Context: an optimization exercise on an open-source flow, tuned for small area. The choices shown serve that exercise and are no tape-out recipe. Only simulation tests tie the RTL to the original design; equivalence was not proved. Power figures rest on the tool's default switching activity, not on a simulated workload.

==> branch cedar: inputs <==
// concat_requant
module concat_requant
#(
  parameter int RE_CHANNEL_IN_NUM = 16,
  parameter int SCALE_LATENCY     = SCALE_LATENCY_DEF,
  parameter int FIFO_DEPTH        = 8,
  parameter int PIX_CNT_W         = 20
) (
  input  logic                                          clk,
  input  logic                                          rst,
  input  logic                                          Start_In,
  input  logic [PIX_CNT_W-1:0]                          Pixel_Num_In,
  input  logic                                          Data_Valid_In,
  output logic                                          Ready_Out,
  input  logic [PICTURE_NUM*RE_CHANNEL_IN_NUM*SCALE_W-1:0] Scale_Data_In,
  input  logic [4:0]                                    Shift_In,
  input  logic [7:0]                                    Zero_Point_In,
  output logic [PICTURE_NUM*RE_CHANNEL_IN_NUM*QUANT_W-1:0] Quant_Data_Out,
  output logic                                          Quant_Valid_Out,
  input  logic                                          Quant_Ready_In,
  output logic                                          Done_Out,
  output logic                                          Overflow_Out
);
==> module concat_requant_lane, before the edit <==
module concat_requant_lane
(
  input  logic               clk,
  input  logic               rst,
  input  logic [SCALE_W-1:0] scale_data,
  input  logic [4:0]         shift,
  input  logic [7:0]         zero_point,
  output logic [QUANT_W-1:0] quant_data
);
  logic [SCALE_W:0]   biased;
  logic [SCALE_W:0]   shifted;
  logic [SCALE_W:0]   sum;
  logic [QUANT_W-1:0] sat;
  always_comb begin
    biased = {1'b0, scale_data};
    shifted = biased >> shift;
    sum     = shifted + {25'd0, zero_point};
    sat     = (sum > 33'd255) ? 8'hFF : sum[7:0];
  end
  always_ff @(posedge clk or posedge rst) begin
    if (rst) quant_data <= '0;
    else     quant_data <= sat;
  end
endmodule
==> module concat_requant, before the edit <==
module concat_requant
#(
  parameter int RE_CHANNEL_IN_NUM = 16,
  parameter int SCALE_LATENCY     = SCALE_LATENCY_DEF,
  parameter int FIFO_DEPTH        = 8,
  parameter int PIX_CNT_W         = 20
) (
  input  logic                                          clk,
  input  logic                                          rst,
  input  logic                                          Start_In,
  input  logic [PIX_CNT_W-1:0]                          Pixel_Num_In,
  input  logic                                          Data_Valid_In,
  output logic                                          Ready_Out,
  input  logic [PICTURE_NUM*RE_CHANNEL_IN_NUM*SCALE_W-1:0] Scale_Data_In,
  input  logic [4:0]                                    Shift_In,
  input  logic [7:0]                                    Zero_Point_In,
  output logic [PICTURE_NUM*RE_CHANNEL_IN_NUM*QUANT_W-1:0] Quant_Data_Out,
  output logic                                          Quant_Valid_Out,
  input  logic                                          Quant_Ready_In,
  output logic                                          Done_Out,
  output logic                                          Overflow_Out
);
  localparam int LANES = PICTURE_NUM * RE_CHANNEL_IN_NUM;
  localparam int OUT_W = LANES * QUANT_W;
  localparam int PTR_W = $clog2(FIFO_DEPTH);
  localparam int CNT_W = PTR_W + 1;
  localparam int SUM_W = $clog2(FIFO_DEPTH + SCALE_LATENCY + 2) + 1;
  logic [SCALE_LATENCY-1:0] valid_dly;
  logic                     req_valid;
  logic [OUT_W-1:0]         lane_q;
  logic [OUT_W-1:0]         fifo_mem [FIFO_DEPTH];
  logic [PTR_W-1:0]         wr_ptr;
  logic [PTR_W-1:0]         rd_ptr;
  logic [CNT_W-1:0]         fifo_count;
  logic                     fifo_wr;
  logic                     fifo_rd;
  logic [SUM_W-1:0]         occupancy;
  logic [PIX_CNT_W-1:0]     beat_cnt;
  logic [PIX_CNT_W-1:0]     pix_num;
  for (genvar j = 0; j < RE_CHANNEL_IN_NUM; j++) begin : g_ch
    for (genvar i = 0; i < PICTURE_NUM; i++) begin : g_pic
      localparam int K = j * PICTURE_NUM + i;
      concat_requant_lane u_lane (
        .clk        (clk),
        .rst        (rst),
        .scale_data (Scale_Data_In[K*SCALE_W +: SCALE_W]),
        .shift      (Shift_In),
        .zero_point (Zero_Point_In),
        .quant_data (lane_q[K*QUANT_W +: QUANT_W])
      );
    end
  end
  always_ff @(posedge clk or posedge rst) begin
    if (rst) begin
      valid_dly <= '0;
      req_valid <= 1'b0;
    end else begin
      valid_dly <= {valid_dly[SCALE_LATENCY-2:0], Data_Valid_In};
      req_valid <= valid_dly[SCALE_LATENCY-1];
    end
  end
  assign fifo_rd = (fifo_count != '0) && Quant_Ready_In;
  assign fifo_wr = req_valid && ((fifo_count != CNT_W'(FIFO_DEPTH)) || fifo_rd);
  always_ff @(posedge clk or posedge rst) begin
    if (rst) begin
      wr_ptr     <= '0;
      rd_ptr     <= '0;
      fifo_count <= '0;
    end else begin
      if (fifo_wr) wr_ptr <= wr_ptr + PTR_W'(1);
      if (fifo_rd) rd_ptr <= rd_ptr + PTR_W'(1);
      fifo_count <= fifo_count + CNT_W'(fifo_wr) - CNT_W'(fifo_rd);
    end
  end
  always_ff @(posedge clk) begin
    if (fifo_wr) fifo_mem[wr_ptr] <= lane_q;
  end
  assign Quant_Valid_Out = (fifo_count != '0);
  assign Quant_Data_Out  = Quant_Valid_Out ? fifo_mem[rd_ptr] : '0;
  always_comb begin
    occupancy = SUM_W'(fifo_count) + SUM_W'(req_valid) + SUM_W'(Data_Valid_In);
    for (int i = 0; i < SCALE_LATENCY; i++) begin
      occupancy = occupancy + SUM_W'(valid_dly[i]);
    end
  end
  always_ff @(posedge clk or posedge rst) begin
    if (rst) Ready_Out <= 1'b0;
    else     Ready_Out <= (occupancy < SUM_W'(FIFO_DEPTH));
  end
  always_ff @(posedge clk or posedge rst) begin
    if (rst) begin
      beat_cnt     <= '0;
      pix_num      <= '0;
      Done_Out     <= 1'b0;
      Overflow_Out <= 1'b0;
    end else begin
      Done_Out <= 1'b0;
      if (Start_In) begin
        beat_cnt     <= '0;
        pix_num      <= Pixel_Num_In;
        Overflow_Out <= 1'b0;
      end else begin
        if (Data_Valid_In && !Ready_Out) Overflow_Out <= 1'b1;
        if (fifo_rd && (pix_num != '0) && (beat_cnt != pix_num)) begin
          beat_cnt <= beat_cnt + PIX_CNT_W'(1);
          if (beat_cnt + PIX_CNT_W'(1) == pix_num) Done_Out <= 1'b1;
        end
      end
    end
  end
endmodule
==> flow/config.mk <==
export PLATFORM = sky130hd
export DESIGN_NAME = concat_requant
export DESIGN_NICKNAME = concat_requant
export VERILOG_FILES = /design/flow/design.v
export SDC_FILE = /design/flow/constraint.sdc
export NUM_CORES = 4
export LEC_CHECK = 0
export CAP_MARGIN = 20
export CORE_MARGIN = 2
export CORE_UTILIZATION = 40
export SLEW_MARGIN = 20
==> flow/constraint.sdc <==
create_clock -name core_clock -period 8.0 [get_ports {clk}]
set_input_delay 1.6000 -clock core_clock [delete_from_list [all_inputs] [get_ports {clk}]]
set_output_delay 1.6000 -clock core_clock [all_outputs]
set_load 0.01 [all_outputs]
run.sh (not shown) runs the stock make flow with config.mk's settings and CLKGATE_MAP_FILE= SYNTH_SCRIPT=/design/flow/synth_recipe.tcl, a recipe that flattens the netlist after the stock synthesis.
==> branch yarrow: changes against branch cedar <==
--- a/flow/design.v
+++ b/flow/design.v
@@ -12,4 +12,2 @@
 (
-  input  logic               clk,
-  input  logic               rst,
   input  logic [SCALE_W-1:0] scale_data,
@@ -19,16 +17,39 @@
 );
-  logic [SCALE_W:0]   biased;
-  logic [SCALE_W:0]   shifted;
-  logic [SCALE_W:0]   sum;
-  logic [QUANT_W-1:0] sat;
+  logic [7:0]  sh1;
+  logic        hi;
+  logic [7:0]  sum;
+  logic [8:0]  carry;
+  logic [7:0] coarse_sel;
+  logic [3:0] fine_sel;
+  logic [11:0] coarse;
+  logic [7:0]  grp;
+  logic        hi_full;
+  logic        hi_part;
   always_comb begin
-    biased = {1'b0, scale_data};
-    shifted = biased >> shift;
-    sum     = shifted + {25'd0, zero_point};
-    sat     = (sum > 33'd255) ? 8'hFF : sum[7:0];
+    for (int m = 0; m < 8; m++) coarse_sel[m] = (shift[4:2] == m);
+    for (int n = 0; n < 4; n++) fine_sel[n]   = (shift[1:0] == n);
+    for (int i = 0; i < 12; i++) begin
+      coarse[i] = 1'b0;
+      for (int m = 0; m < 8; m++)
+        if (i + 4*m < SCALE_W) coarse[i] = coarse[i] | (coarse_sel[m] & scale_data[i+4*m]);
+    end
+    for (int b = 0; b < 8; b++) begin
+      sh1[b] = 1'b0;
+      for (int n = 0; n < 4; n++) sh1[b] = sh1[b] | (fine_sel[n] & coarse[b+n]);
+    end
   end
-  always_ff @(posedge clk or posedge rst) begin
-    if (rst) quant_data <= '0;
-    else     quant_data <= sat;
+  always_comb begin
+    for (int j = 0; j < 8; j++) grp[j] = |scale_data[4*j +: 4];
+    hi_full = 1'b0;
+    for (int j = 3; j < 8; j++) hi_full = hi_full | (grp[j] & (j >= int'(shift[4:2]) + 3));
+    hi_part = 1'b0;
+    for (int n = 0; n < 4; n++) hi_part = hi_part | (coarse[8+n] & (n >= int'(shift[1:0])));
   end
+  assign hi = hi_full | hi_part;
+  assign carry[0] = 1'b0;
+  for (genvar b = 0; b < 8; b++) begin : g_add
+    assign sum[b]     = sh1[b] ^ zero_point[b] ^ carry[b];
+    assign carry[b+1] = (sh1[b] & zero_point[b]) | (carry[b] & (sh1[b] ^ zero_point[b]));
+  end
+  assign quant_data = (hi || carry[8]) ? 8'hFF : sum;
 endmodule
@@ -64,2 +85,3 @@
   logic                     req_valid;
+  logic [OUT_W-1:0]         lane_comb;
   logic [OUT_W-1:0]         lane_q;
@@ -72,16 +94,13 @@
   logic [SUM_W-1:0]         occupancy;
-  logic [PIX_CNT_W-1:0]     beat_cnt;
-  logic [PIX_CNT_W-1:0]     pix_num;
-  for (genvar j = 0; j < RE_CHANNEL_IN_NUM; j++) begin : g_ch
-    for (genvar i = 0; i < PICTURE_NUM; i++) begin : g_pic
-      localparam int K = j * PICTURE_NUM + i;
-      concat_requant_lane u_lane (
-        .clk        (clk),
-        .rst        (rst),
-        .scale_data (Scale_Data_In[K*SCALE_W +: SCALE_W]),
-        .shift      (Shift_In),
-        .zero_point (Zero_Point_In),
-        .quant_data (lane_q[K*QUANT_W +: QUANT_W])
-      );
-    end
+  logic [PIX_CNT_W-1:0]     beats_left;
+  for (genvar k = 0; k < LANES; k++) begin : g_lane
+    concat_requant_lane u_lane (
+      .scale_data (Scale_Data_In[k*SCALE_W +: SCALE_W]),
+      .shift      (Shift_In),
+      .zero_point (Zero_Point_In),
+      .quant_data (lane_comb[k*QUANT_W +: QUANT_W])
+    );
+  end
+  always_ff @(posedge clk) begin
+    lane_q <= lane_comb;
   end
@@ -112,4 +131,9 @@
   end
+  always_comb begin
+    Quant_Data_Out = '0;
+    for (int e = 0; e < FIFO_DEPTH; e++) begin
+      Quant_Data_Out = Quant_Data_Out | (fifo_mem[e] & {OUT_W{rd_ptr == PTR_W'(e)}});
+    end
+  end
   assign Quant_Valid_Out = (fifo_count != '0);
-  assign Quant_Data_Out  = Quant_Valid_Out ? fifo_mem[rd_ptr] : '0;
   always_comb begin
@@ -126,4 +150,3 @@
     if (rst) begin
-      beat_cnt     <= '0;
-      pix_num      <= '0;
+      beats_left   <= '0;
       Done_Out     <= 1'b0;
@@ -133,4 +156,3 @@
       if (Start_In) begin
-        beat_cnt     <= '0;
-        pix_num      <= Pixel_Num_In;
+        beats_left   <= Pixel_Num_In;
         Overflow_Out <= 1'b0;
@@ -138,5 +160,5 @@
         if (Data_Valid_In && !Ready_Out) Overflow_Out <= 1'b1;
-        if (fifo_rd && (pix_num != '0) && (beat_cnt != pix_num)) begin
-          beat_cnt <= beat_cnt + PIX_CNT_W'(1);
-          if (beat_cnt + PIX_CNT_W'(1) == pix_num) Done_Out <= 1'b1;
+        if (fifo_rd && (beats_left != '0)) begin
+          beats_left <= beats_left - PIX_CNT_W'(1);
+          if (beats_left == PIX_CNT_W'(1)) Done_Out <= 1'b1;
         end
ABC_AREA = 1   (was unset)
CELL_PAD_IN_SITES_DETAIL_PLACEMENT = 1   (was unset)
CELL_PAD_IN_SITES_GLOBAL_PLACEMENT = 1   (was unset)
CTS_BUF_LIST = sky130_fd_sc_hd__clkbuf_16   (was unset)
CTS_CLUSTER_DIAMETER = 120   (was unset)
CTS_CLUSTER_SIZE = 20   (was unset)
PLACE_DENSITY = 0.45   (was unset)
==> branch fjord: changes against branch cedar <==
--- a/flow/design.v
+++ b/flow/design.v
@@ -12,6 +12,5 @@
 (
-  input  logic               clk,
-  input  logic               rst,
   input  logic [SCALE_W-1:0] scale_data,
   input  logic [4:0]         shift,
+  input  logic [SCALE_W-9:0] above_mask,   
   input  logic [7:0]         zero_point,
@@ -19,16 +18,29 @@
 );
-  logic [SCALE_W:0]   biased;
-  logic [SCALE_W:0]   shifted;
-  logic [SCALE_W:0]   sum;
-  logic [QUANT_W-1:0] sat;
+  logic [7:0]  sh1;
+  logic        hi;
+  logic [7:0]  sum;
+  logic [8:0]  carry;
+  logic [7:0] coarse_sel;
+  logic [3:0] fine_sel;
+  logic [10:0] coarse;
   always_comb begin
-    biased = {1'b0, scale_data};
-    shifted = biased >> shift;
-    sum     = shifted + {25'd0, zero_point};
-    sat     = (sum > 33'd255) ? 8'hFF : sum[7:0];
+    for (int m = 0; m < 8; m++) coarse_sel[m] = (shift[4:2] == m);
+    for (int n = 0; n < 4; n++) fine_sel[n]   = (shift[1:0] == n);
+    for (int i = 0; i < 11; i++) begin
+      coarse[i] = 1'b0;
+      for (int m = 0; m < 8; m++)
+        if (i + 4*m < SCALE_W) coarse[i] = coarse[i] | (coarse_sel[m] & scale_data[i+4*m]);
+    end
+    for (int b = 0; b < 8; b++) begin
+      sh1[b] = 1'b0;
+      for (int n = 0; n < 4; n++) sh1[b] = sh1[b] | (fine_sel[n] & coarse[b+n]);
+    end
   end
-  always_ff @(posedge clk or posedge rst) begin
-    if (rst) quant_data <= '0;
-    else     quant_data <= sat;
+  assign hi         = |(scale_data[SCALE_W-1:8] & above_mask);
+  assign carry[0] = 1'b0;
+  for (genvar b = 0; b < 8; b++) begin : g_add
+    assign sum[b]     = sh1[b] ^ zero_point[b] ^ carry[b];
+    assign carry[b+1] = (sh1[b] & zero_point[b]) | (carry[b] & (sh1[b] ^ zero_point[b]));
   end
+  assign quant_data = (hi || carry[8]) ? 8'hFF : sum;
 endmodule
@@ -64,2 +76,3 @@
   logic                     req_valid;
+  logic [OUT_W-1:0]         lane_comb;
   logic [OUT_W-1:0]         lane_q;
@@ -72,16 +85,18 @@
   logic [SUM_W-1:0]         occupancy;
-  logic [PIX_CNT_W-1:0]     beat_cnt;
-  logic [PIX_CNT_W-1:0]     pix_num;
-  for (genvar j = 0; j < RE_CHANNEL_IN_NUM; j++) begin : g_ch
-    for (genvar i = 0; i < PICTURE_NUM; i++) begin : g_pic
-      localparam int K = j * PICTURE_NUM + i;
-      concat_requant_lane u_lane (
-        .clk        (clk),
-        .rst        (rst),
-        .scale_data (Scale_Data_In[K*SCALE_W +: SCALE_W]),
-        .shift      (Shift_In),
-        .zero_point (Zero_Point_In),
-        .quant_data (lane_q[K*QUANT_W +: QUANT_W])
-      );
-    end
+  logic [PIX_CNT_W-1:0]     beats_left;
+  logic [SCALE_W-9:0]       above_mask;
+  always_comb begin
+    for (int k = 8; k < SCALE_W; k++) above_mask[k-8] = (k >= int'(Shift_In) + 8);
+  end
+  for (genvar k = 0; k < LANES; k++) begin : g_lane
+    concat_requant_lane u_lane (
+      .scale_data (Scale_Data_In[k*SCALE_W +: SCALE_W]),
+      .shift      (Shift_In),
+      .above_mask (above_mask),
+      .zero_point (Zero_Point_In),
+      .quant_data (lane_comb[k*QUANT_W +: QUANT_W])
+    );
+  end
+  always_ff @(posedge clk) begin
+    lane_q <= lane_comb;
   end
@@ -112,4 +127,9 @@
   end
+  always_comb begin
+    Quant_Data_Out = '0;
+    for (int e = 0; e < FIFO_DEPTH; e++) begin
+      Quant_Data_Out = Quant_Data_Out | (fifo_mem[e] & {OUT_W{rd_ptr == PTR_W'(e)}});
+    end
+  end
   assign Quant_Valid_Out = (fifo_count != '0);
-  assign Quant_Data_Out  = Quant_Valid_Out ? fifo_mem[rd_ptr] : '0;
   always_comb begin
@@ -126,4 +146,3 @@
     if (rst) begin
-      beat_cnt     <= '0;
-      pix_num      <= '0;
+      beats_left   <= '0;
       Done_Out     <= 1'b0;
@@ -133,4 +152,3 @@
       if (Start_In) begin
-        beat_cnt     <= '0;
-        pix_num      <= Pixel_Num_In;
+        beats_left   <= Pixel_Num_In;
         Overflow_Out <= 1'b0;
@@ -138,5 +156,5 @@
         if (Data_Valid_In && !Ready_Out) Overflow_Out <= 1'b1;
-        if (fifo_rd && (pix_num != '0) && (beat_cnt != pix_num)) begin
-          beat_cnt <= beat_cnt + PIX_CNT_W'(1);
-          if (beat_cnt + PIX_CNT_W'(1) == pix_num) Done_Out <= 1'b1;
+        if (fifo_rd && (beats_left != '0)) begin
+          beats_left <= beats_left - PIX_CNT_W'(1);
+          if (beats_left == PIX_CNT_W'(1)) Done_Out <= 1'b1;
         end
==> flow/flow/run.sh (new file) <==
#!/bin/bash
# Own layout flow: the standard ORFS flow (standard.sh) with three changes.
#  1. Synthesis is synth_recipe.tcl unchanged, except that ORFS's synth.tcl maps
#     the combinational logic with an area-oriented ABC script
#     (flow/abc_area_nf.script). ABC does not touch registers, so they keep
#     the standard synthesis's names and cell types.
#  2. Port buffers use sky130_fd_sc_hd__buf_1 (every port still gets one).
#  3. CTS: clkbuf_16 sink clusters of up to 25 registers, no dummy loads.
# Everything else (floorplan, power grid, placement, routing) is standard.sh's
# make run. Logs: flow_make.log here, ORFS logs under orfs/logs.
set -euo pipefail
W=$(pwd)
F=$W/flow

awk -v a="$F/abc_area_nf.script" '{print} /^source \$::env\(SCRIPTS_DIR\)\/synth_preamble.tcl/ {print "set abc_args [lreplace $abc_args 1 1 " a "]"}' \
  "$FLOW_HOME/scripts/synth.tcl" > "$W/own_synth_core.tcl"
grep -q 'lreplace \$abc_args' "$W/own_synth_core.tcl"
sed "s|source \$::env(SCRIPTS_DIR)/synth.tcl|source $W/own_synth_core.tcl|" "$W/synth_recipe.tcl" > "$W/own_synth.tcl"
grep -q own_synth_core "$W/own_synth.tcl"

CTS="-sink_clustering_enable -repair_clock_nets -dont_use_dummy_load -buf_list sky130_fd_sc_hd__clkbuf_16 -sink_clustering_size 25 -sink_clustering_max_diameter 150"
sed -e "s|SYNTH_SCRIPT=[^ ]*|SYNTH_SCRIPT=$W/own_synth.tcl 'BUFFER_PORTS_ARGS=-buffer_cell sky130_fd_sc_hd__buf_1' 'CTS_ARGS=$CTS'|" \
  "$W/standard.sh" > "$W/own_standard.sh"
grep -q own_synth.tcl "$W/own_standard.sh"

bash "$W/own_standard.sh" finish > "$W/flow_make.log" 2>&1
==> flow/flow/abc_area_nf.script (new file) <==
strash
&get -n
&fraig -x
&put
scorr
dc2
strash
&get -n
&dch -f
&nf -R 1000
&put
==> flow/standard.sh (new file) <==
#!/bin/bash
# synth_recipe.tcl (not shown) runs the flow's synth.tcl, then flattens the netlist and writes it again
# the make line also repeats each setting of config.mk as NAME=value (left out here)
make -C /OpenROAD-flow-scripts/flow DESIGN_CONFIG=/design/flow/config.mk WORK_HOME=/design/flow/orfs CLKGATE_MAP_FILE= SYNTH_SCRIPT=/design/flow/synth_recipe.tcl "${@:-finish}"
CAP_MARGIN = 10   (was 20)
CELL_PAD_IN_SITES_DETAIL_PLACEMENT = 1   (was unset)
CELL_PAD_IN_SITES_GLOBAL_PLACEMENT = 1   (was unset)
PLACE_DENSITY = 0.45   (was unset)
SLEW_MARGIN = 10   (was 20)
removed: flow/run.sh
==> out/metrics.csv <==
stage,metric,value,unit
outcome,status,timing/DRC/antenna clean,
pwr,share of power burned in registers,33.5,%
routing,DR WL met3,75800,um
layout,clock buffers,348,
routing,First-pass DRT Iterations,9,
place,pre-CTS setup slack,0.406,ns
timing,min Tclk post-route,6.84,ns
synth,post-synthesis xor/xnor area fraction,1.90,%
routing,via/cell ratio,6.64,
global_route,largest net degree at the start of global routing,100,
routing,Routed WL,791000,um
pwr,overall power,42.0,mW
layout,Area Overhead vs Synth,17.5,%
clocking,clock-pin transition on the worst setup and hold timing paths,0.06,ns
global_route,M3 GR Usage,7.40,%
Source of the figures above: branch cedar

==> out/metrics.csv <==
stage,metric,value,unit
outcome,status,timing/DRC/antenna clean,
pwr,overall power,40.7,mW
pwr,share of power burned in registers,34.8,%
clocking,clock-pin transition on the worst setup and hold timing paths,0.10,ns
routing,DR WL met3,63600,um
routing,via/cell ratio,5.97,
routing,First-pass DRT Iterations,6,
Source of the figures above: branch yarrow

==> out/metrics.csv <==
stage,metric,value,unit
timing,min Tclk post-route,7.46,ns
outcome,status,timing/DRC/antenna clean,
place,pre-CTS setup slack,-0.0277,ns
routing,via/cell ratio,7.39,
global_route,M3 GR Usage,10.2,%
routing,DR WL met3,61400,um
synth,post-synthesis xor/xnor area fraction,0.0767,%
pwr,share of power burned in registers,41.3,%
clocking,clock-pin transition on the worst setup and hold timing paths,0.11,ns
Source of the figures above: branch fjord

[port drivers added, routing unchanged]
Ports are ideal in the flow. The routed layouts listed here were re-timed in OpenROAD. Step 1 (the two cells are an assumption about what drives the block):
set clk [get_ports {clk}]
set_driving_cell -lib_cell sky130_fd_sc_hd__clkbuf_16 $clk
set_driving_cell -lib_cell sky130_fd_sc_hd__buf_2 [delete_from_list [all_inputs] $clk]
Step 2 adds t to the input delays and takes it off the output delays; t is the mean of the earliest and latest rising clock arrival at the registers after step 1. Input paths then give back, and output paths get back, about the clock's delay inside the block. Slacks: no drivers / after step 1 / after step 2; pairs: no drivers / after step 1.
run	t (ns)	slack for setup (ns)	worst setup path at the end
branch cedar	1.036	1.162 / 1.207 / 0.171	input to register
branch yarrow	0.932	0.839 / 0.869 / -0.063	input to register
branch fjord	0.891	0.537 / 0.530 / -0.361	input to register
With both steps, setup timing fails in branch yarrow and branch fjord, where it was met with ideal ports. For branch cedar, which loses most, drivers alone change the setup slack by +0.045 ns; drivers and shift together by -0.991 ns.
